This is an optimization exercise on Yosys and OpenROAD, whose aim is small area, a short achievable clock period and few clock cycles per item, not a production implementation. In this exercise RTL edits were held to simulation tests only and were not proved equivalent to the original.

==> flow/config.mk <==
export PLATFORM = sky130hd
export DESIGN_NAME = line_follow_pid_drive_core
export DESIGN_NICKNAME = line_follow_pid_drive_core
export VERILOG_FILES = /design/flow/design.v
export SDC_FILE = /design/flow/constraint.sdc
export NUM_CORES = 4
export LEC_CHECK = 0
export ABC_AREA = 1
export CAP_MARGIN = 20
export CORE_MARGIN = 2
export CORE_UTILIZATION = 40
export SLEW_MARGIN = 20
==> flow/constraint.sdc <==
create_clock -name core_clock -period 12.0 [get_ports {clk}]
set_input_delay 2.4000 -clock core_clock [delete_from_list [all_inputs] [get_ports {clk}]]
set_output_delay 2.4000 -clock core_clock [all_outputs]
set_load 0.01 [all_outputs]
==> flow/design.v <==
`timescale 1ns / 1ps
package lfpd_pkg;
    localparam int DRIVE_MAX   = 1999;
    localparam int LAP_COUNTS  = 43000;
    localparam int ALERT_TICKS = 200;
    localparam int LOST_SHORT  = 30;
    localparam int LOST_MED    = 100;
    localparam int LOST_LONG   = 120;
    localparam int SCALE_SPLIT = (LOST_SHORT + LOST_MED) / 2;
    localparam int SCALE_NEAR  = 70;
    localparam int SCALE_FAR   = 50;
    localparam int INTEG_LIM   = 500;
    localparam int DRIVE_FLOOR = 100;
    localparam int GAIN_LIM    = 999;
    localparam int SENSOR_W = 8;
    localparam int DELTA_W  = 16;
    localparam int DRIVE_W  = 13;
    localparam int ERR_W    = 7;
    localparam int BASE_W   = 12;
    localparam int GAIN_W   = 10;
    localparam int CFG_IDX_W  = 3;
    localparam int CFG_DATA_W = 12;
    localparam int DIST_CAP   = 4 * LAP_COUNTS;
    localparam int DIST_W     = 18;   
    localparam int DIST_SUM_W = 18;   
    localparam int MUL_W  = 20;
    localparam int PROD_W = 2 * MUL_W;
    localparam int SHIFT_CNT  = 16;
    localparam int SHIFT10    = 19;
    localparam int SHIFT10K   = 32;
    localparam int SHIFT100   = 26;
    localparam longint RECIP10   = ((64'd1 << SHIFT10) + 9) / 10;
    localparam longint RECIP10K  = ((64'd1 << SHIFT10K) + 9999) / 10000;
    localparam longint RECIP100  = ((64'd1 << SHIFT100) + 99) / 100;
    typedef enum logic [CFG_IDX_W-1:0] {
        CFG_BASE_DRIVE   = 3'd0,
        CFG_GAIN_P       = 3'd1,
        CFG_GAIN_I       = 3'd2,
        CFG_GAIN_D       = 3'd3,
        CFG_TWO_LAP_MODE = 3'd4
    } cfg_index_t;
    typedef enum logic [1:0] {
        ST_ON_LINE = 2'd0,
        ST_SHORT   = 2'd1,
        ST_MEDIUM  = 2'd2,
        ST_LONG    = 2'd3
    } line_status_t;
    function automatic logic signed [ERR_W-1:0] sensor_weight(input int i);
        logic signed [ERR_W-1:0] w;
        case (i)
            0:       w = -7'sd40;
            1:       w = -7'sd28;
            2:       w = -7'sd20;
            3:       w = -7'sd15;
            4:       w = 7'sd15;
            5:       w = 7'sd20;
            6:       w = 7'sd28;
            default: w = 7'sd40;
        endcase
        sensor_weight = w;
    endfunction
    function automatic logic [SHIFT_CNT:0] cnt_recip(input logic [3:0] cnt);
        logic [SHIFT_CNT:0] r;
        unique case (cnt)
            4'd1:    r = 17'd65536;
            4'd2:    r = 17'd32768;
            4'd3:    r = 17'd21846;
            4'd4:    r = 17'd16384;
            4'd5:    r = 17'd13108;
            4'd6:    r = 17'd10923;
            4'd7:    r = 17'd9363;
            4'd8:    r = 17'd8192;
            default: r = 17'd0;
        endcase
        cnt_recip = r;
    endfunction
endpackage
`timescale 1ns / 1ps
module lfpd_mul (
    input  logic                         clk,
    input  logic [lfpd_pkg::MUL_W-1:0]   op_a,
    input  logic [lfpd_pkg::MUL_W-1:0]   op_b,
    output logic [lfpd_pkg::PROD_W-1:0]  prod
);
    logic [lfpd_pkg::PROD_W-1:0] prod_reg;
    always_ff @(posedge clk)
    begin
        prod_reg <= lfpd_pkg::PROD_W'(op_a) * lfpd_pkg::PROD_W'(op_b);
    end
    assign prod = prod_reg;
endmodule
`timescale 1ns / 1ps
module line_follow_pid_drive_core (
    input  logic                                 clk,
    input  logic                                 rst_n,
    input  logic                                 cfg_we,
    input  logic [lfpd_pkg::CFG_IDX_W-1:0]       cfg_index,
    input  logic [lfpd_pkg::CFG_DATA_W-1:0]      cfg_data,
    input  logic                                 in_valid,
    output logic                                 in_ready,
    input  logic [lfpd_pkg::SENSOR_W-1:0]        in_sensor_bits,
    input  logic                                 in_read_failed,
    input  logic signed [lfpd_pkg::DELTA_W-1:0]  in_left_delta,
    input  logic signed [lfpd_pkg::DELTA_W-1:0]  in_right_delta,
    output logic                                 out_valid,
    input  logic                                 out_ready,
    output logic signed [lfpd_pkg::DRIVE_W-1:0]  out_left_drive,
    output logic signed [lfpd_pkg::DRIVE_W-1:0]  out_right_drive,
    output logic                                 out_motor_stop,
    output logic [1:0]                           out_line_status,
    output logic                                 out_run_finished,
    output logic                                 out_alert_on,
    output logic                                 out_notify_stop,
    output logic signed [lfpd_pkg::ERR_W-1:0]    out_line_error
);
    function automatic logic signed [6:0] sensor_avg(input logic [7:0] b);
        logic signed [6:0] v;
        case (b)
            8'd0: v = 7'sd0;
            8'd1: v = 7'sd5;
            8'd2: v = 7'sd4;
            8'd3: v = 7'sd11;
            8'd4: v = 7'sd2;
            8'd5: v = 7'sd10;
            8'd6: v = 7'sd8;
            8'd7: v = 7'sd17;
            8'd8: v = 7'sd2;
            8'd9: v = 7'sd9;
            8'd10: v = 7'sd7;
            8'd11: v = 7'sd16;
            8'd12: v = 7'sd5;
            8'd13: v = 7'sd15;
            8'd14: v = 7'sd12;
            8'd15: v = 7'sd25;
            8'd16: v = -7'sd2;
            8'd17: v = 7'sd4;
            8'd18: v = 7'sd2;
            8'd19: v = 7'sd10;
            8'd20: v = 7'sd0;
            8'd21: v = 7'sd9;
            8'd22: v = 7'sd6;
            8'd23: v = 7'sd18;
            8'd24: v = 7'sd0;
            8'd25: v = 7'sd8;
            8'd26: v = 7'sd5;
            8'd27: v = 7'sd17;
            8'd28: v = 7'sd4;
            8'd29: v = 7'sd15;
            8'd30: v = 7'sd12;
            8'd31: v = 7'sd29;
            8'd32: v = -7'sd2;
            8'd33: v = 7'sd3;
            8'd34: v = 7'sd1;
            8'd35: v = 7'sd9;
            8'd36: v = 7'sd0;
            8'd37: v = 7'sd8;
            8'd38: v = 7'sd5;
            8'd39: v = 7'sd17;
            8'd40: v = 7'sd0;
            8'd41: v = 7'sd7;
            8'd42: v = 7'sd4;
            8'd43: v = 7'sd15;
            8'd44: v = 7'sd3;
            8'd45: v = 7'sd13;
            8'd46: v = 7'sd10;
            8'd47: v = 7'sd27;
            8'd48: v = -7'sd5;
            8'd49: v = 7'sd1;
            8'd50: v = -7'sd1;
            8'd51: v = 7'sd8;
            8'd52: v = -7'sd3;
            8'd53: v = 7'sd6;
            8'd54: v = 7'sd3;
            8'd55: v = 7'sd17;
            8'd56: v = -7'sd4;
            8'd57: v = 7'sd5;
            8'd58: v = 7'sd2;
            8'd59: v = 7'sd16;
            8'd60: v = 7'sd0;
            8'd61: v = 7'sd13;
            8'd62: v = 7'sd9;
            8'd63: v = 7'sd34;
            8'd64: v = -7'sd4;
            8'd65: v = 7'sd2;
            8'd66: v = 7'sd0;
            8'd67: v = 7'sd8;
            8'd68: v = -7'sd1;
            8'd69: v = 7'sd6;
            8'd70: v = 7'sd4;
            8'd71: v = 7'sd15;
            8'd72: v = -7'sd2;
            8'd73: v = 7'sd5;
            8'd74: v = 7'sd3;
            8'd75: v = 7'sd13;
            8'd76: v = 7'sd1;
            8'd77: v = 7'sd11;
            8'd78: v = 7'sd8;
            8'd79: v = 7'sd25;
            8'd80: v = -7'sd7;
            8'd81: v = 7'sd0;
            8'd82: v = -7'sd3;
            8'd83: v = 7'sd6;
            8'd84: v = -7'sd4;
            8'd85: v = 7'sd4;
            8'd86: v = 7'sd1;
            8'd87: v = 7'sd15;
            8'd88: v = -7'sd5;
            8'd89: v = 7'sd3;
            8'd90: v = 7'sd0;
            8'd91: v = 7'sd13;
            8'd92: v = -7'sd2;
            8'd93: v = 7'sd10;
            8'd94: v = 7'sd6;
            8'd95: v = 7'sd30;
            8'd96: v = -7'sd8;
            8'd97: v = -7'sd1;
            8'd98: v = -7'sd4;
            8'd99: v = 7'sd5;
            8'd100: v = -7'sd5;
            8'd101: v = 7'sd3;
            8'd102: v = 7'sd0;
            8'd103: v = 7'sd13;
            8'd104: v = -7'sd6;
            8'd105: v = 7'sd1;
            8'd106: v = -7'sd1;
            8'd107: v = 7'sd11;
            8'd108: v = -7'sd3;
            8'd109: v = 7'sd9;
            8'd110: v = 7'sd5;
            8'd111: v = 7'sd27;
            8'd112: v = -7'sd12;
            8'd113: v = -7'sd5;
            8'd114: v = -7'sd8;
            8'd115: v = 7'sd1;
            8'd116: v = -7'sd10;
            8'd117: v = -7'sd1;
            8'd118: v = -7'sd5;
            8'd119: v = 7'sd12;
            8'd120: v = -7'sd12;
            8'd121: v = -7'sd2;
            8'd122: v = -7'sd6;
            8'd123: v = 7'sd10;
            8'd124: v = -7'sd9;
            8'd125: v = 7'sd6;
            8'd126: v = 7'sd0;
            8'd127: v = 7'sd40;
            8'd128: v = -7'sd5;
            8'd129: v = 7'sd0;
            8'd130: v = -7'sd2;
            8'd131: v = 7'sd5;
            8'd132: v = -7'sd3;
            8'd133: v = 7'sd4;
            8'd134: v = 7'sd1;
            8'd135: v = 7'sd12;
            8'd136: v = -7'sd4;
            8'd137: v = 7'sd3;
            8'd138: v = 7'sd0;
            8'd139: v = 7'sd10;
            8'd140: v = -7'sd1;
            8'd141: v = 7'sd8;
            8'd142: v = 7'sd5;
            8'd143: v = 7'sd21;
            8'd144: v = -7'sd9;
            8'd145: v = -7'sd3;
            8'd146: v = -7'sd5;
            8'd147: v = 7'sd3;
            8'd148: v = -7'sd7;
            8'd149: v = 7'sd1;
            8'd150: v = -7'sd1;
            8'd151: v = 7'sd11;
            8'd152: v = -7'sd8;
            8'd153: v = 7'sd0;
            8'd154: v = -7'sd3;
            8'd155: v = 7'sd9;
            8'd156: v = -7'sd5;
            8'd157: v = 7'sd6;
            8'd158: v = 7'sd2;
            8'd159: v = 7'sd24;
            8'd160: v = -7'sd10;
            8'd161: v = -7'sd4;
            8'd162: v = -7'sd6;
            8'd163: v = 7'sd2;
            8'd164: v = -7'sd8;
            8'd165: v = 7'sd0;
            8'd166: v = -7'sd3;
            8'd167: v = 7'sd9;
            8'd168: v = -7'sd9;
            8'd169: v = -7'sd1;
            8'd170: v = -7'sd4;
            8'd171: v = 7'sd7;
            8'd172: v = -7'sd6;
            8'd173: v = 7'sd5;
            8'd174: v = 7'sd1;
            8'd175: v = 7'sd21;
            8'd176: v = -7'sd15;
            8'd177: v = -7'sd8;
            8'd178: v = -7'sd11;
            8'd179: v = -7'sd2;
            8'd180: v = -7'sd13;
            8'd181: v = -7'sd5;
            8'd182: v = -7'sd9;
            8'd183: v = 7'sd6;
            8'd184: v = -7'sd15;
            8'd185: v = -7'sd6;
            8'd186: v = -7'sd10;
            8'd187: v = 7'sd4;
            8'd188: v = -7'sd13;
            8'd189: v = 7'sd0;
            8'd190: v = -7'sd6;
            8'd191: v = 7'sd28;
            8'd192: v = -7'sd11;
            8'd193: v = -7'sd5;
            8'd194: v = -7'sd8;
            8'd195: v = 7'sd0;
            8'd196: v = -7'sd9;
            8'd197: v = -7'sd2;
            8'd198: v = -7'sd5;
            8'd199: v = 7'sd6;
            8'd200: v = -7'sd10;
            8'd201: v = -7'sd3;
            8'd202: v = -7'sd6;
            8'd203: v = 7'sd5;
            8'd204: v = -7'sd8;
            8'd205: v = 7'sd2;
            8'd206: v = -7'sd1;
            8'd207: v = 7'sd17;
            8'd208: v = -7'sd16;
            8'd209: v = -7'sd10;
            8'd210: v = -7'sd13;
            8'd211: v = -7'sd5;
            8'd212: v = -7'sd15;
            8'd213: v = -7'sd7;
            8'd214: v = -7'sd11;
            8'd215: v = 7'sd2;
            8'd216: v = -7'sd17;
            8'd217: v = -7'sd9;
            8'd218: v = -7'sd13;
            8'd219: v = 7'sd0;
            8'd220: v = -7'sd16;
            8'd221: v = -7'sd4;
            8'd222: v = -7'sd10;
            8'd223: v = 7'sd20;
            8'd224: v = -7'sd17;
            8'd225: v = -7'sd12;
            8'd226: v = -7'sd15;
            8'd227: v = -7'sd6;
            8'd228: v = -7'sd17;
            8'd229: v = -7'sd9;
            8'd230: v = -7'sd13;
            8'd231: v = 7'sd0;
            8'd232: v = -7'sd18;
            8'd233: v = -7'sd11;
            8'd234: v = -7'sd15;
            8'd235: v = -7'sd2;
            8'd236: v = -7'sd17;
            8'd237: v = -7'sd6;
            8'd238: v = -7'sd12;
            8'd239: v = 7'sd15;
            8'd240: v = -7'sd25;
            8'd241: v = -7'sd21;
            8'd242: v = -7'sd25;
            8'd243: v = -7'sd17;
            8'd244: v = -7'sd27;
            8'd245: v = -7'sd21;
            8'd246: v = -7'sd27;
            8'd247: v = -7'sd15;
            8'd248: v = -7'sd29;
            8'd249: v = -7'sd24;
            8'd250: v = -7'sd30;
            8'd251: v = -7'sd20;
            8'd252: v = -7'sd34;
            8'd253: v = -7'sd28;
            8'd254: v = -7'sd40;
            8'd255: v = 7'sd0;
            default: v = 7'sd0;
        endcase
        sensor_avg = v;
    endfunction
    function automatic logic [13:0] iq_scale(input logic [5:0] x);
        logic [13:0] v;
        case (x)
            6'd0: v = {7'h00, 7'h00};
            6'd1: v = {7'h7f, 7'h00};
            6'd2: v = {7'h7e, 7'h01};
            6'd3: v = {7'h7d, 7'h02};
            6'd4: v = {7'h7d, 7'h02};
            6'd5: v = {7'h7c, 7'h03};
            6'd6: v = {7'h7b, 7'h04};
            6'd7: v = {7'h7b, 7'h04};
            6'd8: v = {7'h7a, 7'h05};
            6'd9: v = {7'h79, 7'h06};
            6'd10: v = {7'h79, 7'h06};
            6'd11: v = {7'h78, 7'h07};
            6'd12: v = {7'h77, 7'h08};
            6'd13: v = {7'h76, 7'h09};
            6'd14: v = {7'h76, 7'h09};
            6'd15: v = {7'h75, 7'h0a};
            6'd16: v = {7'h74, 7'h0b};
            6'd17: v = {7'h74, 7'h0b};
            6'd18: v = {7'h73, 7'h0c};
            6'd19: v = {7'h72, 7'h0d};
            6'd20: v = {7'h72, 7'h0d};
            6'd21: v = {7'h71, 7'h0e};
            6'd22: v = {7'h70, 7'h0f};
            6'd23: v = {7'h6f, 7'h10};
            6'd24: v = {7'h6f, 7'h10};
            6'd25: v = {7'h6e, 7'h11};
            6'd26: v = {7'h6d, 7'h12};
            6'd27: v = {7'h6d, 7'h12};
            6'd28: v = {7'h6c, 7'h13};
            6'd29: v = {7'h6b, 7'h14};
            6'd30: v = {7'h6b, 7'h14};
            6'd31: v = {7'h6a, 7'h15};
            6'd32: v = {7'h69, 7'h16};
            6'd33: v = {7'h68, 7'h17};
            6'd34: v = {7'h68, 7'h17};
            6'd35: v = {7'h67, 7'h18};
            6'd36: v = {7'h66, 7'h19};
            6'd37: v = {7'h66, 7'h19};
            6'd38: v = {7'h65, 7'h1a};
            6'd39: v = {7'h64, 7'h1b};
            6'd40: v = {7'h64, 7'h1b};
            6'd41: v = {7'h63, 7'h1c};
            6'd42: v = {7'h62, 7'h1d};
            6'd43: v = {7'h61, 7'h1e};
            6'd44: v = {7'h61, 7'h1e};
            6'd45: v = {7'h60, 7'h1f};
            6'd46: v = {7'h5f, 7'h20};
            6'd47: v = {7'h5f, 7'h20};
            6'd48: v = {7'h5e, 7'h21};
            6'd49: v = {7'h5d, 7'h22};
            6'd50: v = {7'h5d, 7'h22};
            6'd51: v = {7'h5c, 7'h23};
            6'd52: v = {7'h5b, 7'h24};
            6'd53: v = {7'h5a, 7'h25};
            6'd54: v = {7'h5a, 7'h25};
            6'd55: v = {7'h59, 7'h26};
            6'd56: v = {7'h58, 7'h27};
            6'd57: v = {7'h58, 7'h27};
            6'd58: v = {7'h57, 7'h28};
            6'd59: v = {7'h56, 7'h29};
            6'd60: v = {7'h56, 7'h29};
            6'd61: v = {7'h55, 7'h2a};
            6'd62: v = {7'h54, 7'h2b};
            6'd63: v = {7'h53, 7'h2c};
            default: v = 14'd0;
        endcase
        iq_scale = v;
    endfunction
    logic        cfg_we_0;
    logic [2:0]  cfg_index_0;
    logic [11:0] cfg_data_0;
    logic        cfg_we_r;
    logic [2:0]  cfg_index_r;
    logic [10:0] cfg_val_r;     
    logic [7:0]  cfg_q5_r;      
    logic        cfg_big;
    logic [9:0]  cfg_gain;
    logic [17:0] cfg_g205;
    assign cfg_big  = (cfg_data_0[9:0] > 10'd999);
    assign cfg_gain = cfg_big ? 10'd999 : cfg_data_0[9:0];
    assign cfg_g205 = 18'(cfg_data_0[9:0]) * 18'd205;     
    always_ff @(posedge clk or negedge rst_n)
    begin
        if (!rst_n)
        begin
            cfg_we_0 <= 1'b0;
            cfg_we_r <= 1'b0;
        end
        else
        begin
            cfg_we_0 <= cfg_we;
            cfg_we_r <= cfg_we_0;
        end
    end
    always_ff @(posedge clk)
    begin
        cfg_index_0 <= cfg_index;
        cfg_data_0  <= cfg_data;
        cfg_index_r <= cfg_index_0;
        cfg_q5_r    <= cfg_big ? 8'd199 : cfg_g205[10 +: 8];
        if (cfg_index_0 == 3'd0)
            cfg_val_r <= (cfg_data_0 > 12'd1999) ? 11'd1999 : cfg_data_0[10:0];
        else
            cfg_val_r <= {1'b0, cfg_gain};
    end
    logic [10:0] base_reg;
    logic [15:0] fp_reg;    
    logic [9:0]  gi_reg;
    logic [16:0] fd_reg;    
    logic        two_lap_reg;
    logic [2:0]  g_r5;      
    logic [15:0] g_s;       
    assign g_r5 = 3'(cfg_val_r[2:0] - 3'(cfg_q5_r[2:0] * 3'd5));
    assign g_s  = 16'(cfg_val_r[9:0]) * 16'd51 + 16'(cfg_q5_r);
    always_ff @(posedge clk or negedge rst_n)
    begin
        if (!rst_n)
            two_lap_reg <= 1'b0;
        else if (cfg_we_0 && cfg_index_0 == 3'd4)
            two_lap_reg <= cfg_data_0[0];
    end
    always_ff @(posedge clk or negedge rst_n)
    begin
        if (!rst_n)
        begin
            base_reg    <= 11'd700;
            fp_reg      <= 16'd3073;
            gi_reg      <= 10'd3;
            fd_reg      <= 17'd4097;
        end
        else if (cfg_we_r)
        begin
            case (cfg_index_r)
                3'd0: base_reg    <= cfg_val_r;
                3'd1: fp_reg      <= g_s + 16'd1;
                3'd2: gi_reg      <= cfg_val_r[9:0];
                3'd3: fd_reg      <= {g_s, 1'b1} + 17'(g_r5 >= 3'd3);
                default: ;
            endcase
        end
    end
    logic out_valid_reg;
    logic adv;
    assign adv      = !out_valid_reg || out_ready;
    assign in_ready = adv;
    logic               va;
    logic               white_a;
    logic signed [6:0]  calc_a;
    logic               fail_a;
    logic [16:0]        dsum_a;
    logic dl_neg;
    logic dr_neg;
    assign dl_neg = in_left_delta[15];
    assign dr_neg = in_right_delta[15];
    always_ff @(posedge clk or negedge rst_n)
    begin
        if (!rst_n)
            va <= 1'b0;
        else if (adv)
            va <= in_valid;
    end
    always_ff @(posedge clk)
    begin
        if (adv)
        begin
            white_a <= (in_sensor_bits == 8'hFF);
            calc_a  <= sensor_avg(in_sensor_bits);
            fail_a <= in_read_failed;
            dsum_a <= 17'(16'(in_left_delta) ^ {16{dl_neg}}) + 17'(16'(in_right_delta) ^ {16{dr_neg}})
                    + 17'(dl_neg) + 17'(dr_neg);
        end
    end
    logic signed [6:0]  h_reg;
    logic signed [9:0]  integ_reg;
    logic [6:0]         lost_reg;
    logic [17:0]        dist_reg;
    logic               started_reg;
    logic               done_reg;
    logic [7:0]         acnt_reg;
    logic               halted_reg;
    logic [6:0]         lost_inc;
    logic               long_loss;
    logic               status_short;
    logic [1:0]         status_n;
    logic signed [6:0]  err_n;
    logic [18:0]        dist_sum;
    logic [17:0]        dist_next;
    logic               lap1;
    logic               target_hit;
    logic               started_next;
    logic               done_next;
    logic [7:0]         acnt_next;
    logic [7:0]         acnt_inc;
    logic signed [10:0] integ_sum;
    logic signed [9:0]  integ_next;
    always_comb
    begin
        lost_inc     = lost_reg + 7'd1;
        long_loss    = white_a && (lost_inc >= 7'd120);
        status_short = (lost_inc < 7'd30);
        status_n     = !white_a ? 2'd0 : (status_short ? 2'd1 : 2'd2);
        err_n        = (white_a && status_short) ? h_reg : calc_a;
        dist_sum   = 19'(dist_reg) + 19'(dsum_a);
        dist_next  = (dist_sum > 19'd172000) ? 18'd172000 : dist_sum[17:0];
        lap1       = (dist_next >= 18'd43000);
        target_hit = two_lap_reg ? (dist_next >= 18'd86000) : lap1;
        acnt_inc     = acnt_reg + 8'd1;
        started_next = started_reg;
        done_next    = done_reg;
        acnt_next    = acnt_reg;
        if (two_lap_reg)
        begin
            if (started_reg && !done_reg)
            begin
                acnt_next = acnt_inc;
                if (acnt_inc >= 8'd200)
                    done_next = 1'b1;
            end
            if (!started_reg && lap1)
            begin
                started_next = 1'b1;
                acnt_next    = 8'd0;
            end
        end
        if (target_hit && started_next)
            done_next = 1'b1;
        integ_sum = 11'(integ_reg) + 11'(calc_a);
        if (integ_sum > 11'sd500)
            integ_next = 10'sd500;
        else if (integ_sum < -11'sd500)
            integ_next = -10'sd500;
        else
            integ_next = integ_sum[9:0];
    end
    logic               vb;
    logic               norm_b;      
    logic [1:0]         status_b;
    logic [5:0]         emag_b;      
    logic               eneg_b;
    logic [8:0]         imag_b;      
    logic               ineg_b;
    logic signed [9:0]  integ_new;
    logic               fin_b;
    logic               notify_b;
    logic               alert_b;
    logic [6:0]         dmag_b;      
    logic               dneg_b;
    logic signed [7:0]  diff_n;
    assign diff_n = 8'(err_n) - 8'(h_reg);
    assign integ_new = (va && !halted_reg && !fail_a && !white_a && !target_hit)
                     ? integ_next : integ_reg;
    always_ff @(posedge clk or negedge rst_n)
    begin
        if (!rst_n)
        begin
            vb          <= 1'b0;
            h_reg       <= '0;
            integ_reg   <= '0;
            lost_reg    <= '0;
            dist_reg    <= '0;
            started_reg <= 1'b0;
            done_reg    <= 1'b0;
            acnt_reg    <= '0;
            halted_reg  <= 1'b0;
        end
        else if (adv)
        begin
            vb <= va;
            if (va && !halted_reg && !fail_a)
            begin
                if (long_loss)
                begin
                    lost_reg   <= lost_inc;
                    halted_reg <= 1'b1;
                end
                else
                begin
                    lost_reg    <= white_a ? lost_inc : 7'd0;
                    dist_reg    <= dist_next;
                    started_reg <= started_next;
                    done_reg    <= done_next;
                    acnt_reg    <= acnt_next;
                    if (target_hit)
                        halted_reg <= 1'b1;
                    else if (!white_a)
                    begin
                        integ_reg <= integ_next;
                        h_reg     <= calc_a;
                    end
                end
            end
        end
    end
    always_ff @(posedge clk)
    begin
        if (adv)
        begin
            norm_b   <= 1'b0;
            status_b <= 2'd0;
            emag_b   <= '0;
            eneg_b   <= 1'b0;
            ineg_b   <= integ_new[9];
            imag_b   <= integ_new[9] ? 9'(-integ_new) : integ_new[8:0];
            fin_b    <= 1'b0;
            notify_b <= 1'b0;
            alert_b  <= started_reg && !done_reg;
            dneg_b   <= diff_n[7];
            dmag_b   <= diff_n[7] ? 7'(-diff_n) : diff_n[6:0];
            if (halted_reg)
                ;
            else if (fail_a || long_loss)
                status_b <= 2'd3;
            else
            begin
                status_b <= status_n;
                eneg_b   <= err_n[6];
                emag_b   <= err_n[6] ? 6'(-err_n) : err_n[5:0];
                alert_b  <= started_next && !done_next;
                if (target_hit)
                begin
                    fin_b    <= 1'b1;
                    notify_b <= !two_lap_reg;
                end
                else
                    norm_b <= 1'b1;
            end
        end
    end
    logic [5:0]  e_mag;
    logic [8:0]  i_mag;
    logic [6:0]  d_mag;
    logic [21:0] p_prod;
    logic [18:0] i_prod;
    logic [23:0] d_prod;
    assign e_mag  = emag_b;
    assign i_mag  = imag_b;
    assign d_mag  = dmag_b;
    assign p_prod = 22'(fp_reg) * 22'(e_mag);
    assign i_prod = 19'(gi_reg) * 19'(i_mag);
    assign d_prod = 24'(fd_reg) * 24'(d_mag);
    logic               vc;
    logic               norm_c;
    logic [1:0]         status_c;
    logic signed [6:0]  err_c;
    logic               fin_c;
    logic               notify_c;
    logic               alert_c;
    logic               far_c;
    logic               pneg_c;
    logic               dneg_c;
    logic               ineg_c;
    logic [11:0]        pq_c;        
    logic [12:0]        dq_c;        
    logic [14:0]        iprod_c;     
    always_ff @(posedge clk or negedge rst_n)
    begin
        if (!rst_n)
            vc <= 1'b0;
        else if (adv)
            vc <= vb;
    end
    always_ff @(posedge clk)
    begin
        if (adv)
        begin
            norm_c   <= norm_b;
            status_c <= status_b;
            err_c    <= eneg_b ? -(7'(emag_b)) : 7'(emag_b);
            fin_c    <= fin_b;
            notify_c <= notify_b;
            alert_c  <= alert_b;
            far_c    <= (lost_reg >= 7'd65);
            pneg_c   <= eneg_b;
            dneg_c   <= dneg_b;
            ineg_c   <= ineg_b;
            pq_c     <= p_prod[9 +: 12];
            dq_c     <= d_prod[10 +: 13];
            iprod_c  <= i_prod[18:4];
        end
    end
    logic [17:0] i_t;
    logic [5:0]  i_q;
    assign i_t = 18'({iprod_c, 3'b000}) - 18'({iprod_c, 1'b0}) + 18'(iprod_c[14:1])
               + 18'(iprod_c[14:4]) - 18'(iprod_c[14:7]) - 18'(iprod_c[14:10]);
    assign i_q = i_t[12 +: 6];
    logic [15:0] lp;
    logic [15:0] rp;
    logic [6:0]  iqs;       
    assign lp  = 16'(base_reg) + (16'(pq_c) ^ {16{pneg_c}}) + (16'(dq_c) ^ {16{dneg_c}})
               + 16'(pneg_c) + 16'(dneg_c);
    assign rp  = 16'(base_reg) + (16'(pq_c) ^ {16{!pneg_c}}) + (16'(dq_c) ^ {16{!dneg_c}})
               + 16'(!pneg_c) + 16'(!dneg_c);
    assign iqs = ineg_c ? -(7'(i_q)) : 7'(i_q);
    logic signed [6:0] qiu;
    logic signed [6:0] qin;
    assign {qin, qiu} = iq_scale(i_q);
    logic               ve;
    logic               norm_e;
    logic [1:0]         status_e;
    logic signed [6:0]  err_e;
    logic               fin_e;
    logic               notify_e;
    logic               alert_e;
    logic               far_e;
    logic [15:0]        lp_e;        
    logic [15:0]        rp_e;        
    logic signed [6:0]  iqs_e;       
    logic signed [6:0]  qil_e;       
    logic signed [6:0]  qir_e;       
    always_ff @(posedge clk or negedge rst_n)
    begin
        if (!rst_n)
            ve <= 1'b0;
        else if (adv)
            ve <= vc;
    end
    always_ff @(posedge clk)
    begin
        if (adv)
        begin
            norm_e   <= norm_c;
            status_e <= status_c;
            err_e    <= err_c;
            fin_e    <= fin_c;
            notify_e <= notify_c;
            alert_e  <= alert_c;
            far_e    <= far_c;
            lp_e     <= lp;
            rp_e     <= rp;
            iqs_e    <= iqs;
            qil_e    <= ineg_c ? qin : qiu;
            qir_e    <= ineg_c ? qiu : qin;
        end
    end
    typedef struct packed {
        logic signed [15:0] sel;     
        logic               add1;    
        logic               s70;     
        logic               vneg;
        logic [5:0]         r7;      
    } scaled_t;
    function automatic scaled_t scale_step(input logic signed [15:0] p, input logic signed [6:0] iq,
                                           input logic signed [6:0] qi,
                                           input logic med, input logic far);
        logic signed [27:0] t;
        logic signed [15:0] v;
        scaled_t s;
        v      = p + 16'(iq);
        t      = (28'(p) <<< 11) + (28'(p) <<< 9) + (28'(p) <<< 8) + (28'(p) <<< 5)
               + (28'(p) <<< 4) + (28'(p) <<< 1) + 28'(p) + (28'(qi) <<< 12);
        s.vneg = v[15];
        s.r7   = 6'(v[5:0] * 6'd7);
        s.s70  = med && !far;
        s.add1 = med && far && v[15] && v[0];
        if (!med)
            s.sel = v;
        else if (far)
            s.sel = v >>> 1;
        else
            s.sel = 16'(signed'(t[12 +: 14]));
        scale_step = s;
    endfunction
    logic               vf;
    logic               norm_f;
    logic [1:0]         status_f;
    logic signed [6:0]  err_f;
    logic               fin_f;
    logic               notify_f;
    logic               alert_f;
    scaled_t            ls_f;
    scaled_t            rs_f;
    logic med_e;
    assign med_e = (status_e == 2'd2);
    always_ff @(posedge clk or negedge rst_n)
    begin
        if (!rst_n)
            vf <= 1'b0;
        else if (adv)
            vf <= ve;
    end
    always_ff @(posedge clk)
    begin
        if (adv)
        begin
            norm_f   <= norm_e;
            status_f <= status_e;
            err_f    <= err_e;
            fin_f    <= fin_e;
            notify_f <= notify_e;
            alert_f  <= alert_e;
            ls_f     <= scale_step(lp_e, iqs_e, qil_e, med_e, far_e);
            rs_f     <= scale_step(rp_e, -iqs_e, qir_e, med_e, far_e);
        end
    end
    function automatic logic signed [15:0] finish(input scaled_t s);
        logic signed [5:0]  r;
        logic signed [2:0]  adj;
        r = 6'(s.r7 - 6'(6'(s.sel) * 6'd10));
        if (!s.s70)
            adj = {2'b00, s.add1};
        else if (r < 6'sd0)
            adj = (s.vneg && r != -6'sd10) ? 3'sd0 : -3'sd1;
        else if (r >= 6'sd20)
            adj = (s.vneg && r != 6'sd20) ? 3'sd3 : 3'sd2;
        else if (r >= 6'sd10)
            adj = (s.vneg && r != 6'sd10) ? 3'sd2 : 3'sd1;
        else
            adj = (s.vneg && r != 6'sd0) ? 3'sd1 : 3'sd0;
        finish = s.sel + 16'(adj);
    endfunction
    function automatic logic signed [12:0] limit(input logic signed [15:0] sv);
        logic signed [12:0] c;
        if (sv > 16'sd1999)
            c = 13'sd1999;
        else if (sv < -16'sd1999)
            c = -13'sd1999;
        else if (sv > 16'sd0 && sv < 16'sd100)
            c = 13'sd100;
        else
            c = sv[12:0];
        limit = c;
    endfunction
    logic signed [15:0] out_left_reg;
    logic signed [15:0] out_right_reg;
    logic               out_stop_reg;
    logic [1:0]         out_status_reg;
    logic               out_fin_reg;
    logic               out_alert_reg;
    logic               out_notify_reg;
    logic signed [6:0]  out_err_reg;
    always_ff @(posedge clk or negedge rst_n)
    begin
        if (!rst_n)
            out_valid_reg <= 1'b0;
        else if (adv)
            out_valid_reg <= vf;
    end
    always_ff @(posedge clk)
    begin
        if (adv)
        begin
            out_left_reg   <= norm_f ? finish(ls_f) : 16'sd0;
            out_right_reg  <= norm_f ? finish(rs_f) : 16'sd0;
            out_stop_reg   <= !norm_f;
            out_status_reg <= status_f;
            out_fin_reg    <= fin_f;
            out_alert_reg  <= alert_f;
            out_notify_reg <= notify_f;
            out_err_reg    <= err_f;
        end
    end
    assign out_valid        = out_valid_reg;
    assign out_left_drive   = limit(out_left_reg);
    assign out_right_drive  = limit(out_right_reg);
    assign out_motor_stop   = out_stop_reg;
    assign out_line_status  = out_status_reg;
    assign out_run_finished = out_fin_reg;
    assign out_alert_on     = out_alert_reg;
    assign out_notify_stop  = out_notify_reg;
    assign out_line_error   = out_err_reg;
endmodule
==> flow/flow/run.sh <==
#!/bin/bash
set -e
export SETUP_SLACK_MARGIN=7.2
bash standard.sh > standard.log 2>&1
==> flow/standard.sh <==
#!/bin/bash
# synth_recipe.tcl (not shown) runs the flow's synth.tcl, then flattens the netlist and writes it again
# the make line also repeats each setting of config.mk as NAME=value (left out here)
make -C /OpenROAD-flow-scripts/flow DESIGN_CONFIG=/design/flow/config.mk WORK_HOME=/design/flow/orfs CLKGATE_MAP_FILE= SYNTH_SCRIPT=/design/flow/synth_recipe.tcl "${@:-finish}"
==> impl_metrics.yaml, run 1 <==
flow_run:
  maxCapViolCount: 0
worst_setup_path:
  r2r_slack_ns: 6.75
  startpoint_type: "primary input"
  r2r-start: "dmag_b[3]"
  crit_fanout: 2
  worst-endpoint-required_ns: 9.60
  rr_worst_depth: 26
  worstPathArrival_ns: 2.94
  endpoint_kind: "output pin"
  crit_type: "in -> out"
  reg2reg_to: "dq_c[11]"
clocking:
  clkSinkCount: 441
  cts_hold_buf: 0
  clockBufferDepth: 3
  cts_buffers: 53
  htreeDepth: 2
  clock_latency_ns: 0.64
  cts_tree: "built"
  path_clk_slew_ns: 0.06
  clockRootBuffer: "clkbuf_16"
logic_synthesis:
  ys_seq_elements: 441
  ys_types: 72
  synth_seq_area_share_pct: 26.5
  synth_edf_count: 288
  yosysWarnings: 1
  synth_largest_area_cell: "fa_1"
  syn-num-nets: 6400
  synthCells: 5361
  synth_common_cells: "nand2_1, inv_1, ha_1"
  synthArstFlopShare_pct: 26.3
  synth_top_flop_cell: "edfxtp_1"
  synth_area_leaders: "fa_1, edfxtp_1, ha_1"
  syn_area_per_cell_um2: 8.67
  synth_most_common_cell: "nand2_1"
  yosysTopAreaCellShare_pct: 18.7
  syn-cell-area_mm2: 0.0465
placement:
  place_hpwl_um: 86900
  io_buffer_count: 101
  dp_cells: 6874
  gp_congestion: 0.927
global_route:
  use_met1_pct: 26.8
  overflow: 0
  met3_usage_pct: 2.23
  grt_usage_pct: 19.8
  top_usage_layer: "met2"
  grt_pass1_vias: 36600
  grt_max_degree: 66
  met2_usage_pct: 33.3
  grt_pass1_wl_um: 190000
  antenna_found_initial: 3
floorplanning:
  initial_core_util_pct: 40.2
  ios: 102
  die_w_um: 345
  die_h_um: 345
  rows: 125
  fp.dieArea_mm2: 0.119
  core_region_area_mm2: 0.116
min_path:
  min_from: "cfg_we_0"
  hold_path_end: "cfg_we_r"
  min_delay_path_depth: 0
  hold_class: "reg -> reg"
drt:
  drt_iter0_drc: 2278
  drc: 0
  firstDrtPassIters: 6
  post_drt_wl_per_cell_um: 16.2
  ant_nets: 0
  wl_um: 119000
  dr_total_vias: 37100
  via_per_inst: 5.06
timing:
  finalSetupTns_ns: 0
  tightest_slew_ns: 1.07
  hold_violations: 0
  drv_slew: 0
  period_minus_slack_ns: 5.34
  fin_skew_ns: 0.0257
  fmax_mhz: 187
  fin_crit_sh_pct: 44.5
  slew_headroom_pct: 28.7
  finalSetupViolCount: 0
  rsz0062_at_grt: "true"
cells_and_area:
  fillCellCount: 10900
  drive_gt1_share_pct: 16.8
  num_antenna_cells: 0
  largest_register_ffs: 25
  instances_no_fill: 7331
  area_growth_pct: 20.0
  finalNetCount: 6803
status:
  status: "finished clean"
[how the worst max path moves through the flow]
stage	slack [ns]	end	startpoint	depth (start not counted)
floorplan	6.37	in_ready	out_ready	2
global placement	5.59	in_ready	out_ready	4
detailed placement	5.58	in_ready	out_ready	4
CTS	6.64	in_ready	out_ready	4
global route	6.34	out_right_reg[14]	rs_f[10]	34
finish	6.66	in_ready	out_ready	4
[critical path: stages]
cell and delay (ns):
buf_6 0.09, nor2_4 0.24, clkinv_16 0.08, buf_6 0.12
[layout by cell type (no fill, tap or decap), types with 34 or more instances in the layout]
cell and instances:
a21oi_1 227, a21oi_2 65, buf_4 326, buf_6 42, clkbuf_16 59, clkdlybuf4s50_1 69
dfrtp_1 93, edfxtp_1 288, fa_1 421, ha_1 499, ha_4 38, inv_1 929
inv_2 46, nand2_1 985, nand2_2 72, nand3_1 168, nor2_1 268, nor3_1 43
o21ai_0 218, o21ai_1 45, o21bai_1 34, xnor2_1 89, xor2_1 195
[area by class of cell]
class,instances,area (um2),area share (%)
Clock buffer,71,1530,2.74
Clock inverter,27,246,0.442
Inverter,987,3780,6.77
Multi-Input combinational cell,3798,31900,57.2
Sequential cell,441,12300,22.1
Tap cell,1524,1910,3.42
Timing Repair Buffer,476,4020,7.21
Timing Repair inverter,7,80.1,0.144
[stage by stage]
step / utilization, % / hold WS (ns) / worst slack, ns / instance area [um2]
after global routing: 48.2 / 0.397 / 6.34 / 55800
after detailed placement: 42.6 / 0.366 / 5.58 / 49300
final: 48.2 / 0.386 / 6.66 / 55800
after global placement: 42.6 / 0.364 / 5.59 / 49300
after floorplan: - / 0.331 / 6.37 / 46800
after CTS: 46.3 / 0.379 / 6.64 / 53500
[kinds of logic after synthesis]
group                      after synthesis  share of synthesized area (%)
adders and majority gates              978                           33.3
xor gates and xnor gates               305                           5.74
DFF                                    441                           26.5
and+or+nand+nor                       1682                           15.0
muxes                                    1                         0.0242
buffers and inverters                 1124                           9.15
AOI/OAI and AO/OA                      830                           10.3
[repair_timing]
action / 4_1_cts / 5_1_grt
pin swaps: 147 / 215
cloned: 7 / 5
buffers inserted: 227 / 120
gates resized for setup: 261 / 358
endpoints found under the setup margin: 186 / 137
hold endpoints to repair: 0 / 0
[metal layers]
layer | wire length [um] | vias up
met2 | 57100 | 889
met1 | 53000 | 17900
met3 | 5580 | 229
met5 | 0 | -
li1 | - | 18100
met4 | 3370 | 0
Testbench counts, summed over its fixed seeds: cycles 3,530, items 3,482.
==> inputs of run 2 (changes only) <==
==> flow/flow/run.sh (replaced) <==
#!/bin/bash
set -e
export SETUP_SLACK_MARGIN=6.3
bash standard.sh > standard.log 2>&1
==> run 2 against run 1 <==
Net effect:
- still clean on timing, DRC and antenna
- wire length down 7.1%
- count of clock-buffer cells in the layout is 3 lower
- maximum frequency fell by 1.6%
- clock skew rose by 0.015 ns
- hold slack worse by 0.012 ns
- global-route usage fell by 0.91 points
- critical path type is now reg -> reg
==> impl_metrics.yaml, run 2 <==
logic_synthesis:
  yosysTopAreaCellShare_pct: 18.7
  yosysWarnings: 1
  synth_area_leaders: "fa_1, edfxtp_1, ha_1"
  syn-num-nets: 6400
  synth_most_common_cell: "nand2_1"
  synthCells: 5361
  ys_types: 72
  synth_common_cells: "nand2_1, inv_1, ha_1"
  synth_edf_count: 288
  syn-cell-area_mm2: 0.0465
  synthArstFlopShare_pct: 26.3
  synth_largest_area_cell: "fa_1"
  synth_seq_area_share_pct: 26.5
  synth_top_flop_cell: "edfxtp_1"
  syn_area_per_cell_um2: 8.67
  ys_seq_elements: 441
worst_setup_path:
  endpoint_kind: "flop"
  crit_type: "reg -> reg"
  max_stage_delay_ns: 0.60
  crit_fanout: 7
  cp_slowest_cell: "dfstp_2"
  worstPathCellList: "nand2_1, fa_1, fa_1, fa_1, inv_1, fa_1, ha_1, a21oi_1, o21ai_0, a21oi_1, nor2_1, a211oi_2, inv_1, a21oi_2, inv_1, a21oi_2, o21ba_2, o21bai_2, a21o_1, nand2_1, nand2_1, nand3_1, nand2_1, xor2_1"
  startpoint_type: "flop"
  r2r-start: "fd_reg[0]"
  r2r_slack_ns: 6.57
  worst-path-buf-inv: 3
  crit_start: "fd_reg[0]"
  rr_worst_depth: 24
  worst-endpoint-required_ns: 12.40
  reg2reg_to: "dq_c[11]"
  worstPathArrival_ns: 5.83
  crit_family: "adder cells"
clocking:
  clockBufferDepth: 3
  cts_tree: "built"
  path_clk_slew_ns: 0.06
  htreeDepth: 2
  clkSinkCount: 441
  cts_buffers: 53
  cts_hold_buf: 0
  clock_latency_ns: 0.65
  clockRootBuffer: "clkbuf_16"
cells_and_area:
  fillCellCount: 11400
  final_common_cell: "nand2_1"
  drive_gt1_share_pct: 6.12
  finalNetCount: 6521
  num_antenna_cells: 0
  largest_register_ffs: 25
  final_cell_mix: "nand2_1, inv_1, ha_1"
  fin_area_mm2: 0.0518
  area_growth_pct: 11.4
floorplanning:
  ios: 102
  initial_core_util_pct: 40.2
  rows: 125
  fp.dieArea_mm2: 0.119
  die_h_um: 345
  core_region_area_mm2: 0.116
  die_w_um: 345
timing:
  finalSetupViolCount: 0
  period_minus_slack_ns: 5.43
  fin_crit_sh_pct: 45.3
  drv_slew: 0
  hold_violations: 0
  rsz0062_at_grt: "true"
  slew_headroom_pct: 35.4
  fin_ws_ns: 6.57
  fmax_mhz: 184
  fin_skew_ns: 0.0408
  finalSetupTns_ns: 0
  tightest_slew_ns: 0.968
status:
  status: "finished clean"
flow_run:
  maxCapViolCount: 0
drt:
  via_per_inst: 5.01
  ant_nets: 0
  drt_iter0_drc: 1855
  dr_total_vias: 35300
  firstDrtPassIters: 6
  post_drt_wl_per_cell_um: 15.7
  wl_um: 111000
  drc: 0
min_path:
  hold_path_end: "cfg_we_r"
  min_from: "cfg_we_0"
  min_delay_path_depth: 0
  hold_class: "reg -> reg"
global_route:
  overflow: 0
  grt_pass1_wl_um: 181000
  grt_max_degree: 72
  grt_usage_pct: 18.9
  grt_pass1_vias: 35100
  antenna_found_initial: 1
placement:
  gp_congestion: 0.934
  place_ws_ns: 5.48
  place_hpwl_um: 87200
  io_buffer_count: 101
  dpl_cell_area_mm2: 0.0490
## run 2: cell counts after synthesis
No cell type changed its count.
## run 2: repair_timing
item,4_1_cts,5_1_grt
setup buffers,15,65
resized for setup,6,62
endpoints found under the setup margin,15,55
pin swaps,1,36
gates cloned,3,0
## run 2: logic make-up (layout without fill, tap and decap cells)
family | after synthesis | in the layout | synth area share [%]
AOI/OAI and AO/OA | 830 | 830 | 10.3
xor gates and xnor gates | 305 | 305 | 5.74
adders and majority gates | 978 | 978 | 33.3
buffers and inverters | 1124 | 1289 | 9.15
DFF | 441 | 441 | 26.5
muxes | 1 | 1 | 0.0242
and+or+nand+nor | 1682 | 1682 | 15.0
## run 2: worst max path at each step
stage / endpoint / slack, ns / cells after the start
finish: dq_c[11] / 6.57 / 24
global route: out_right_reg[14] / 6.21 / 34
CTS: in_ready / 6.14 / 4
detailed placement: in_ready / 5.48 / 4
global placement: in_ready / 5.49 / 4
floorplan: in_ready / 6.36 / 2
## run 2: cell type report
cell class | count | area [um2] | area share (%)
Clock buffer | 68 | 1510 | 2.91
Multi-Input combinational cell | 3796 | 30200 | 58.2
Inverter | 987 | 3740 | 7.23
Tap cell | 1524 | 1910 | 3.68
Timing Repair Buffer | 200 | 1760 | 3.39
Sequential cell | 441 | 12300 | 23.8
Clock inverter | 31 | 352 | 0.679
Timing Repair inverter | 3 | 48.8 | 0.0942
## run 2: metal layers
metal	up-vias	track usage [%]	wire length, um	part of all wire (%)
li1	17600	-	-	-
met1	16900	25.0	50400	46
met2	612	32.6	53400	48
met3	176	1.73	3540	3.2
met4	0	5.97	3430	3.1
met5	-	0	0	0
## run 2: per-stage QoR
| stage | hold slack [ns] | instances | utilization [%] |
|---|---|---|---|
| floorplan | 0.331 | 5361 | - |
| global placement | 0.362 | 6868 | 42.4 |
| detailed placement | 0.360 | 6868 | 42.4 |
| CTS | 0.376 | 6985 | 44.1 |
| global route | 0.393 | 7050 | 44.8 |
| finish | 0.374 | 7050 | 44.8 |
## run 2: worst register-to-register path, stage by stage, from the launching register on
cell,delay (ns)
dfstp_2,0.60
nand2_1,0.10
fa_1,0.57
fa_1,0.44
fa_1,0.54
inv_1,0.06
fa_1,0.47
ha_1,0.32
a21oi_1,0.15
o21ai_0,0.10
a21oi_1,0.15
nor2_1,0.07
a211oi_2,0.18
inv_1,0.09
a21oi_2,0.20
inv_1,0.09
a21oi_2,0.18
o21ba_2,0.19
o21bai_2,0.09
a21o_1,0.19
nand2_1,0.06
nand2_1,0.07
nand3_1,0.07
nand2_1,0.07
xor2_1,0.14
==> inputs of run 3 (changes only) <==
==> flow/flow/run.sh (replaced) <==
#!/bin/bash
set -e
export SETUP_SLACK_MARGIN=6.6
bash standard.sh > standard.log 2>&1
==> run 3 against run 2 <==
Net effect:
- via count up 1.3%
- design area up 1.3%
- critical path depth down 20
- critical endpoint is now in_ready
- highest routed layer unchanged
==> impl_metrics.yaml, run 3 <==
status:
  status: "finished clean"
drt:
  post_drt_wl_per_cell_um: 15.8
  wl_um: 113000
  ant_nets: 0
  dr_total_vias: 35700
  drt_iter0_drc: 2294
  drc: 0
  via_per_inst: 5.02
  firstDrtPassIters: 6
global_route:
  grt_max_degree: 76
  grt_usage_pct: 19.1
  antenna_found_initial: 0
  grt_pass1_wl_um: 183000
  grt_pass1_vias: 35300
  overflow: 0
cells_and_area:
  finalNetCount: 6591
  drive_gt1_share_pct: 8.04
  instances_no_fill: 7121
  fin_area_mm2: 0.0525
  num_antenna_cells: 0
  final_cell_mix: "nand2_1, inv_1, ha_1"
  largest_register_ffs: 25
  final_common_cell: "nand2_1"
  area_growth_pct: 12.8
timing:
  finalSetupTns_ns: 0
  fin_crit_sh_pct: 44.4
  rsz0062_at_grt: "true"
  fmax_mhz: 188
  fin_hold_ws_ns: 0.360
  tightest_slew_ns: 1.03
  finalSetupViolCount: 0
  period_minus_slack_ns: 5.33
  fin_ws_ns: 6.67
  slew_headroom_pct: 30.8
  drv_slew: 0
  fin_skew_ns: 0.0383
  hold_violations: 0
min_path:
  hold_class: "reg -> reg"
logic_synthesis:
  synth_largest_area_cell: "fa_1"
  synth_area_leaders: "fa_1, edfxtp_1, ha_1"
  yosysWarnings: 1
  ys_seq_elements: 441
  synth_most_common_cell: "nand2_1"
  synth_edf_count: 288
  syn_area_per_cell_um2: 8.67
  synth_top_flop_cell: "edfxtp_1"
  synth_seq_area_share_pct: 26.5
  synthCells: 5361
  syn-num-nets: 6400
  synthArstFlopShare_pct: 26.3
  syn-cell-area_mm2: 0.0465
  synth_common_cells: "nand2_1, inv_1, ha_1"
  yosysTopAreaCellShare_pct: 18.7
  ys_types: 72
clocking:
  clock_latency_ns: 0.67
  clockRootBuffer: "clkbuf_16"
  clkSinkCount: 441
  path_clk_slew_ns: 0.06
  cts_tree: "built"
  clockBufferDepth: 3
  cts_buffers: 54
  htreeDepth: 2
  cts_hold_buf: 0
floorplanning:
  fp.dieArea_mm2: 0.119
  initial_core_util_pct: 40.2
  core_region_area_mm2: 0.116
  rows: 125
  die_h_um: 345
  die_w_um: 345
  ios: 102
worst_setup_path:
  endpoint_kind: "output pin"
  worst-endpoint-required_ns: 9.60
  crit_type: "in -> out"
  startpoint_type: "primary input"
  worstPathArrival_ns: 2.93
  crit_fanout: 2
placement:
  dpl_cell_area_mm2: 0.0491
  place_ws_ns: 5.52
  gp_congestion: 0.899
  io_buffer_count: 101
  place_hpwl_um: 86700
  dp_cells: 6870
flow_run:
  maxCapViolCount: 0
run 3: cell counts after synthesis:
No cell type changed its count.
run 3: kinds of logic after synthesis:
family | Yosys count | share of synthesized area [%]
DFF | 441 | 26.5
and+or+nand+nor | 1682 | 15.0
muxes | 1 | 0.0242
buffers and inverters | 1124 | 9.15
adders and majority gates | 978 | 33.3
AOI/OAI and AO/OA | 830 | 10.3
xor gates and xnor gates | 305 | 5.74
run 3: per-stage QoR:
step	utilization, %
floorplan	-
global placement	42.4
detailed placement	42.4
CTS	44.4
global route	45.3
finish	45.3
run 3: worst max-delay path, cell delays in order:
cell and delay, ns:
clkbuf_2 0.10, nor2_4 0.24, clkinv_16 0.07, buf_6 0.12
run 3: final timing paths:
path | start | to | slack (ns) | depth (start not counted)
setup / recovery | out_ready | in_ready | 6.67 | 4
hold / removal | cfg_index_0[1] | cfg_index_r[1] | 0.36 | 0
setup reg to reg | rs_f[12] | out_right_reg[14] | 6.74 | 34
hold reg to reg | cfg_index_0[1] | cfg_index_r[1] | 0.36 | 0
max in group asynchronous | rst_n | fd_reg[3] | 8.71 | 2
min in group asynchronous | rst_n | vb | 1.80 | 1
run 3: routing by layer:
metal	routed length [um]	vias to the layer above	GRT usage (%)
met5	0	-	0
li1	-	17700	-
met3	4020	160	1.96
met4	3130	0	5.58
met1	51200	17200	25.5
met2	54300	664	32.7
run 3: cell type report:
type,count,area (um2)
Clock inverter,33,279
Timing Repair inverter,3,48.8
Clock buffer,68,1410
Sequential cell,441,12300
Inverter,987,3740
Fill cell,11300,63300
Timing Repair Buffer,269,2300
Tap cell,1524,1910
Multi-Input combinational cell,3796,30500
run 3: what timing repair did:
item	4_1_cts	5_1_grt
cloned	3	0
setup endpoints to repair	48	75
buffers inserted	54	93
resized for setup	44	111
pin swaps	20	74
==> inputs of run 4 (changes only) <==
--- a/flow/design.v
+++ b/flow/design.v
@@ -623,5 +623,4 @@
     logic signed [9:0]  integ_new;
     logic               fin_b;
-    logic               notify_b;
     logic               alert_b;
     logic [6:0]         dmag_b;      
@@ -684,5 +683,4 @@
             imag_b   <= integ_new[9] ? 9'(-integ_new) : integ_new[8:0];
             fin_b    <= 1'b0;
-            notify_b <= 1'b0;
             alert_b  <= started_reg && !done_reg;
             dneg_b   <= diff_n[7];
@@ -699,8 +697,5 @@
                 alert_b  <= started_next && !done_next;
                 if (target_hit)
-                begin
                     fin_b    <= 1'b1;
-                    notify_b <= !two_lap_reg;
-                end
                 else
                     norm_b <= 1'b1;
@@ -725,5 +720,4 @@
     logic signed [6:0]  err_c;
     logic               fin_c;
-    logic               notify_c;
     logic               alert_c;
     logic               far_c;
@@ -749,5 +743,4 @@
             err_c    <= eneg_b ? -(7'(emag_b)) : 7'(emag_b);
             fin_c    <= fin_b;
-            notify_c <= notify_b;
             alert_c  <= alert_b;
             far_c    <= (lost_reg >= 7'd65);
@@ -781,5 +774,4 @@
     logic signed [6:0]  err_e;
     logic               fin_e;
-    logic               notify_e;
     logic               alert_e;
     logic               far_e;
@@ -804,5 +796,4 @@
             err_e    <= err_c;
             fin_e    <= fin_c;
-            notify_e <= notify_c;
             alert_e  <= alert_c;
             far_e    <= far_c;
@@ -847,5 +838,4 @@
     logic signed [6:0]  err_f;
     logic               fin_f;
-    logic               notify_f;
     logic               alert_f;
     scaled_t            ls_f;
@@ -868,5 +858,4 @@
             err_f    <= err_e;
             fin_f    <= fin_e;
-            notify_f <= notify_e;
             alert_f  <= alert_e;
             ls_f     <= scale_step(lp_e, iqs_e, qil_e, med_e, far_e);
@@ -908,5 +897,4 @@
     logic               out_fin_reg;
     logic               out_alert_reg;
-    logic               out_notify_reg;
     logic signed [6:0]  out_err_reg;
     always_ff @(posedge clk or negedge rst_n)
@@ -927,5 +915,4 @@
             out_fin_reg    <= fin_f;
             out_alert_reg  <= alert_f;
-            out_notify_reg <= notify_f;
             out_err_reg    <= err_f;
         end
@@ -938,5 +925,5 @@
     assign out_run_finished = out_fin_reg;
     assign out_alert_on     = out_alert_reg;
-    assign out_notify_stop  = out_notify_reg;
+    assign out_notify_stop  = out_fin_reg && !two_lap_reg;
     assign out_line_error   = out_err_reg;
 endmodule
==> flow/flow/run.sh (replaced) <==
#!/bin/bash
set -e
export SETUP_SLACK_MARGIN=6.5
bash standard.sh > standard.log 2>&1
==> run 4 against run 3 <==
Net effect:
- sequential share of layout area down 0.42 points
- critical path depth is 33 higher
- maximum frequency fell by 4.1%
- largest cell class unchanged
- synthesized cell count down 0.41%
- global-route usage rose by 0.061 points
- sequential cell count is 5 lower
- final cell count grew 0.31%
==> impl_metrics.yaml, run 4 <==
logic_synthesis:
  yosysTopAreaCellShare_pct: 18.8
  ys_seq_elements: 436
  ys_types: 63
  synth_edf_count: 283
  synthCells: 5339
  synthArstFlopShare_pct: 26.6
  synth_largest_area_cell: "fa_1"
  yosys.area_share.adder_pct: 33.5
  syn-cell-area_mm2: 0.0461
  synth_compound_area_share_pct: 10.0
  synth_xor_area_share_pct: 5.85
  syn-num-nets: 6376
  synth_most_common_cell: "nand2_1"
  synth_area_leaders: "fa_1, edfxtp_1, ha_1"
  synth_common_cells: "nand2_1, inv_1, ha_1"
  synth_seq_area_share_pct: 26.3
  synth_simple_gate_area_share_pct: 14.9
  synth_top_family_by_area: "adder cells"
  syn_area_per_cell_um2: 8.64
  synth_top_flop_cell: "edfxtp_1"
  yosysWarnings: 1
  synth_mux_area_share_pct: 0.0244
timing:
  fmax_mhz: 180
  period_minus_slack_ns: 5.56
  fin_hold_ws_ns: 0.350
  rsz0062_at_grt: "true"
  fin_crit_sh_pct: 46.3
  tightest_slew_ns: 1.13
  slew_headroom_pct: 24.2
  fin_skew_ns: 0.0276
  hold_violations: 0
  finalSetupTns_ns: 0
  fin_ws_ns: 6.44
  drv_slew: 0
  finalSetupViolCount: 0
clocking:
  cts_tree: "built"
  htreeDepth: 2
  clkSinkCount: 436
  path_clk_slew_ns: 0.06
  clockBufferDepth: 3
  cts_buffers: 53
  clock_latency_ns: 0.66
  clockRootBuffer: "clkbuf_16"
worst_setup_path:
  cp_common_cell: "buf_6"
  worstPathArrival_ns: 5.96
  worst-endpoint-required_ns: 12.40
  max_stage_delay_ns: 0.46
  path_depth: 37
  endpoint_kind: "flop"
  crit_type: "reg -> reg"
  rr_worst_depth: 37
  startpoint_type: "flop"
  endpoint: "out_left_reg[6]"
  r2r-start: "ls_f[12]"
  cp_slowest_cell: "edfxtp_1"
  crit_start: "ls_f[12]"
  crit_fanout: 3
  reg2reg_to: "out_left_reg[6]"
  crit_family: "adder cells"
  worst-path-buf-inv: 17
  r2r_slack_ns: 6.44
status:
  status: "finished clean"
cells_and_area:
  final_cell_mix: "nand2_1, inv_1, ha_1"
  final_common_cell: "nand2_1"
  largest_register_ffs: 25
  area_growth_pct: 14.4
  drive_gt1_share_pct: 8.97
  finalNetCount: 6624
  fin_util_pct: 46.2
  fillCellCount: 10900
  num_antenna_cells: 0
drt:
  firstDrtPassIters: 8
  post_drt_wl_per_cell_um: 15.7
  dr_total_vias: 35900
  via_per_inst: 5.02
  drt_iter0_drc: 2231
  drc: 0
  ant_nets: 0
  wl_um: 112000
global_route:
  overflow: 0
  antenna_found_initial: 1
  grt_usage_pct: 19.2
  grt_pass1_vias: 35300
  grt_pass1_wl_um: 183000
  grt_max_degree: 80
placement:
  io_buffer_count: 101
  place_hpwl_um: 85200
  place_ws_ns: 5.30
  gp_congestion: 0.901
floorplanning:
  fp.dieArea_mm2: 0.118
  die_h_um: 344
  core_region_area_mm2: 0.114
  initial_core_util_pct: 40.4
  ios: 102
  die_w_um: 344
  rows: 124
min_path:
  hold_class: "reg -> reg"
flow_run:
  maxCapViolCount: 0
run 4: worst min path at each step:
stage | startpoint | to | slack (ns) | cells after the start
final | cfg_index_0[0] | cfg_index_r[0] | 0.35 | 0
after global routing | cfg_index_0[0] | cfg_index_r[0] | 0.37 | 0
after detailed placement | cfg_index_0[1] | cfg_index_r[1] | 0.35 | 0
after floorplan | cfg_index_0[1] | cfg_index_r[1] | 0.33 | 0
after CTS | cfg_index_0[0] | cfg_index_r[0] | 0.36 | 0
after global placement | cfg_index_0[1] | cfg_index_r[1] | 0.34 | 0
run 4: worst register-to-register path: cells and delay by family, from the launching register on:
family          cells  cell delay [ns]
compound gates      6             1.13
xor+xnor            2             0.41
fa+ha+maj           5             1.43
buf+inv            17             1.35
flops               1             0.46
simple gates        7             0.55
run 4: kinds of logic (layout without fill, tap and decap cells):
family,Yosys count,count (layout)
buffers and inverters,1134,1426
AOI/OAI and AO/OA,801,801
xor gates and xnor gates,308,308
muxes,1,1
and+or+nand+nor,1683,1683
DFF,436,436
adders and majority gates,976,976
run 4: layout make-up:
cell class / count / area [um2] / share of cell area (%)
multi-input cells: 3769 / 30300 / 57.3
repair inverters: 5 / 70.1 / 0.133
clock buffers: 60 / 1370 / 2.60
well taps: 1512 / 1890 / 3.58
flip-flops and latches: 436 / 12200 / 23.1
repair buffers: 327 / 2780 / 5.26
clock inverters: 39 / 454 / 0.861
inverters: 995 / 3780 / 7.16
run 4: through the flow:
step | instance area [um2] | std cells
after floorplan | 46200 | 5339
after global placement | 48700 | 6832
after detailed placement | 48700 | 6832
after CTS | 51200 | 6999
after global routing | 52800 | 7143
final | 52800 | 7143
run 4: layer usage:
layer  track usage (%)  routed length [um]
met1              25.9               50800
met2              32.1               53400
met3              2.06                4670
met4              6.18                3540
met5                 0                   0
run 4: timing repair:
item,CTS,global route
hold buffers,0,0
setup buffers,64,142
hold endpoints to repair,0,0
pin swaps,10,95
setup endpoints to repair,40,72
resized for setup,31,150
cloned,4,2
Testbench counts of run 4, summed over its fixed seeds: cycles 3,530, items 3,482.
==> inputs of run 5 (changes only) <==
--- a/flow/config.mk
+++ b/flow/config.mk
@@ -9,4 +9,4 @@
 export CAP_MARGIN = 20
 export CORE_MARGIN = 2
-export CORE_UTILIZATION = 40
+export CORE_UTILIZATION = 55
 export SLEW_MARGIN = 20
==> run 5 against run 4 <==
Net effect:
- via count shrank 1.3%
- global-route usage grew 6.8 points
- clock skew shrank 0.0025 ns
- critical path depth shrank 33
- maximum frequency grew 2.9%
- synthesized cell count is the same
- final cell count shrank 6.8%
- sequential share of layout area grew 0.48 points
- setup slack gained 0.16 ns
- critical path type is now in -> out
==> impl_metrics.yaml, run 5 <==
drt:
  via_per_inst: 5.32
  firstDrtPassIters: 5
  drt_iter0_drc: 2139
  wl_um: 111000
  ant_nets: 0
  post_drt_wl_per_cell_um: 16.6
clocking:
  cts_hold_buf: 0
  clock_latency_ns: 0.62
  clkSinkCount: 436
  path_clk_slew_ns: 0.06
  htreeDepth: 2
cells_and_area:
  finalNetCount: 6570
  num_antenna_cells: 0
  fillCellCount: 7360
  fin_area_mm2: 0.0517
min_path:
  min_from: "cfg_index_0[0]"
  hold_class: "reg -> reg"
logic_synthesis:
  synth_common_cells: "nand2_1, inv_1, ha_1"
  yosys.area_share.adder_pct: 33.5
  synth_top_family_by_area: "adder cells"
  synth_simple_gate_area_share_pct: 14.9
  yosysTopAreaCellShare_pct: 18.8
  synth_mux_area_share_pct: 0.0244
  syn_area_per_cell_um2: 8.64
  synth_compound_area_share_pct: 10.0
  synth_area_leaders: "fa_1, edfxtp_1, ha_1"
  ys_types: 63
  synth_top_flop_cell: "edfxtp_1"
  syn-num-nets: 6376
  synth_seq_area_share_pct: 26.3
  synthCells: 5339
  yosysWarnings: 1
  syn-cell-area_mm2: 0.0461
placement:
  dpl_cell_area_mm2: 0.0482
  io_buffer_count: 101
  gp_congestion: 0.921
floorplanning:
  core_region_area_mm2: 0.0834
  ios: 102
  die_w_um: 294
  fp.dieArea_mm2: 0.0862
  rows: 106
  initial_core_util_pct: 55.3
flow_run:
  maxCapViolCount: 0
timing:
  drv_slew: 0
  finalSetupTns_ns: 0
  period_minus_slack_ns: 5.40
  hold_violations: 0
  finalSetupViolCount: 0
  slew_headroom_pct: 36.7
  fin_skew_ns: 0.0251
  tightest_slew_ns: 0.949
worst_setup_path:
  crit_fanout: 2
  crit_type: "in -> out"
  cp_slowest_cell: "nor2_4"
  worstPathArrival_ns: 3.00
  worst-path-buf-inv: 3
  worst-endpoint-required_ns: 9.60
  crit_start: "out_ready"
global_route:
  grt_pass1_vias: 34700
  grt_pass1_wl_um: 180000
  antenna_found_initial: 1
  overflow: 0
  grt_max_degree: 142
status:
  status: "finished clean"
==> run 5: cell counts after synthesis <==
Identical to the previous run, type by type.
==> run 5: logic make-up (layout without fill, tap and decap cells) <==
group,Yosys count,in the layout
buffers and inverters,1134,1372
muxes,1,1
AOI/OAI and AO/OA,801,801
xor gates and xnor gates,308,308
DFF,436,436
adders and majority gates,976,976
and+or+nand+nor,1683,1683
==> run 5: through the flow <==
| stage | worst slack [ns] | hold slack (ns) | instances | util [%] |
|---|---|---|---|---|
| 3_5_place_dp | 5.41 | 0.344 | 6402 | 57.7 |
| 5_1_grt | 6.32 | 0.356 | 6657 | 62.0 |
| 6_report | 6.60 | 0.348 | 6657 | 62.0 |
| 3_3_place_gp | 5.43 | 0.341 | 6402 | 57.7 |
| 2_1_floorplan | 6.38 | 0.331 | 5339 | - |
| 4_1_cts | 6.40 | 0.349 | 6568 | 60.7 |
==> run 5: cell type report <==
| type | instances | area [um2] | area share [%] |
|---|---|---|---|
| Tap cell | 1080 | 1350 | 2.61 |
| Clock buffer | 71 | 1480 | 2.86 |
| Timing Repair Buffer | 276 | 2400 | 4.65 |
| Timing Repair inverter | 3 | 48.8 | 0.0944 |
| Multi-Input combinational cell | 3769 | 30100 | 58.3 |
| Sequential cell | 436 | 12200 | 23.5 |
| Inverter | 995 | 3780 | 7.31 |
| Clock inverter | 27 | 315 | 0.610 |
==> run 5: path summary, 6_finish.rpt <==
kind | end | slack [ns] | cells after the start
max in group asynchronous | gi_reg[4] | 8.64 | 2
worst min register to register | cfg_index_r[0] | 0.35 | 0
worst max register to register | dq_c[11] | 6.69 | 25
worst max-delay path | in_ready | 6.60 | 4
worst min-delay path | cfg_index_r[0] | 0.35 | 0
min in group asynchronous | dist_reg[8] | 1.83 | 1
==> run 5: what timing repair did <==
action                     4_1_cts  5_1_grt
pin swaps                        8       76
hold endpoints to repair         0        0
cloned                           3        1
setup buffers                   65       88
resized for setup               22      130
setup endpoints to repair       32       67
==> run 5: metal layers <==
metal,wire length [um],up-vias,track usage [%]
met4,2610,0,6.27
met1,51000,16900,36.8
met3,4860,165,2.98
met2,52100,687,42.6
met5,0,-,0
li1,-,17600,-
==> run 5: worst register-to-register path, delay by kind of cell (launching register included) <==
| kind | cells | cell delay (ns) |
|---|---|---|
| adders and majority gates | 5 | 2.21 |
| DFF | 1 | 0.42 |
| AOI/OAI and AO/OA | 10 | 1.63 |
| and+or+nand+nor | 3 | 0.22 |
| buffers and inverters | 6 | 0.45 |
| xor gates and xnor gates | 1 | 0.14 |

[static timing again, ports no longer ideal]
How much do the figures lean on ideal ports? The routed layouts below were timed once more, with nothing changed but the port constraints. Step 1 (the two cells are an assumption about what drives the block):
set clk [get_ports {clk}]
set_driving_cell -lib_cell sky130_fd_sc_hd__clkbuf_16 $clk
set_driving_cell -lib_cell sky130_fd_sc_hd__buf_2 [delete_from_list [all_inputs] $clk]
Step 2 also shifts input and output timing later by t, the mid clock arrival at the registers, as if the neighbouring blocks saw the same clock. Three values: no drivers, after step 1, after step 2; two values: the first two.
run | t, ns | setup WS [ns] | slew at the worst register clock pin (ns) | worst slew at a driven data input, ns | cell pins on the clock port's net
run 1 | 0.709 | 6.656 / 6.621 / 6.621 | 0.07 / 0.07 | 0.07 | 1
run 2 | 0.704 | 6.569 / 6.569 / 5.957 | 0.06 / 0.06 | 0.06 | 1
run 3 | 0.718 | 6.673 / 6.650 / 5.997 | 0.06 / 0.06 | 0.06 | 1
run 4 | 0.722 | 6.442 / 6.442 / 6.187 | 0.06 / 0.06 | 0.07 | 1
run 5 | 0.671 | 6.599 / 6.576 / 6.101 | 0.07 / 0.07 | 0.07 | 1
After both steps setup and hold are still met in every run listed. For run 3, which loses most, drivers alone change the setup slack by -0.023 ns; drivers and shift together by -0.676 ns.
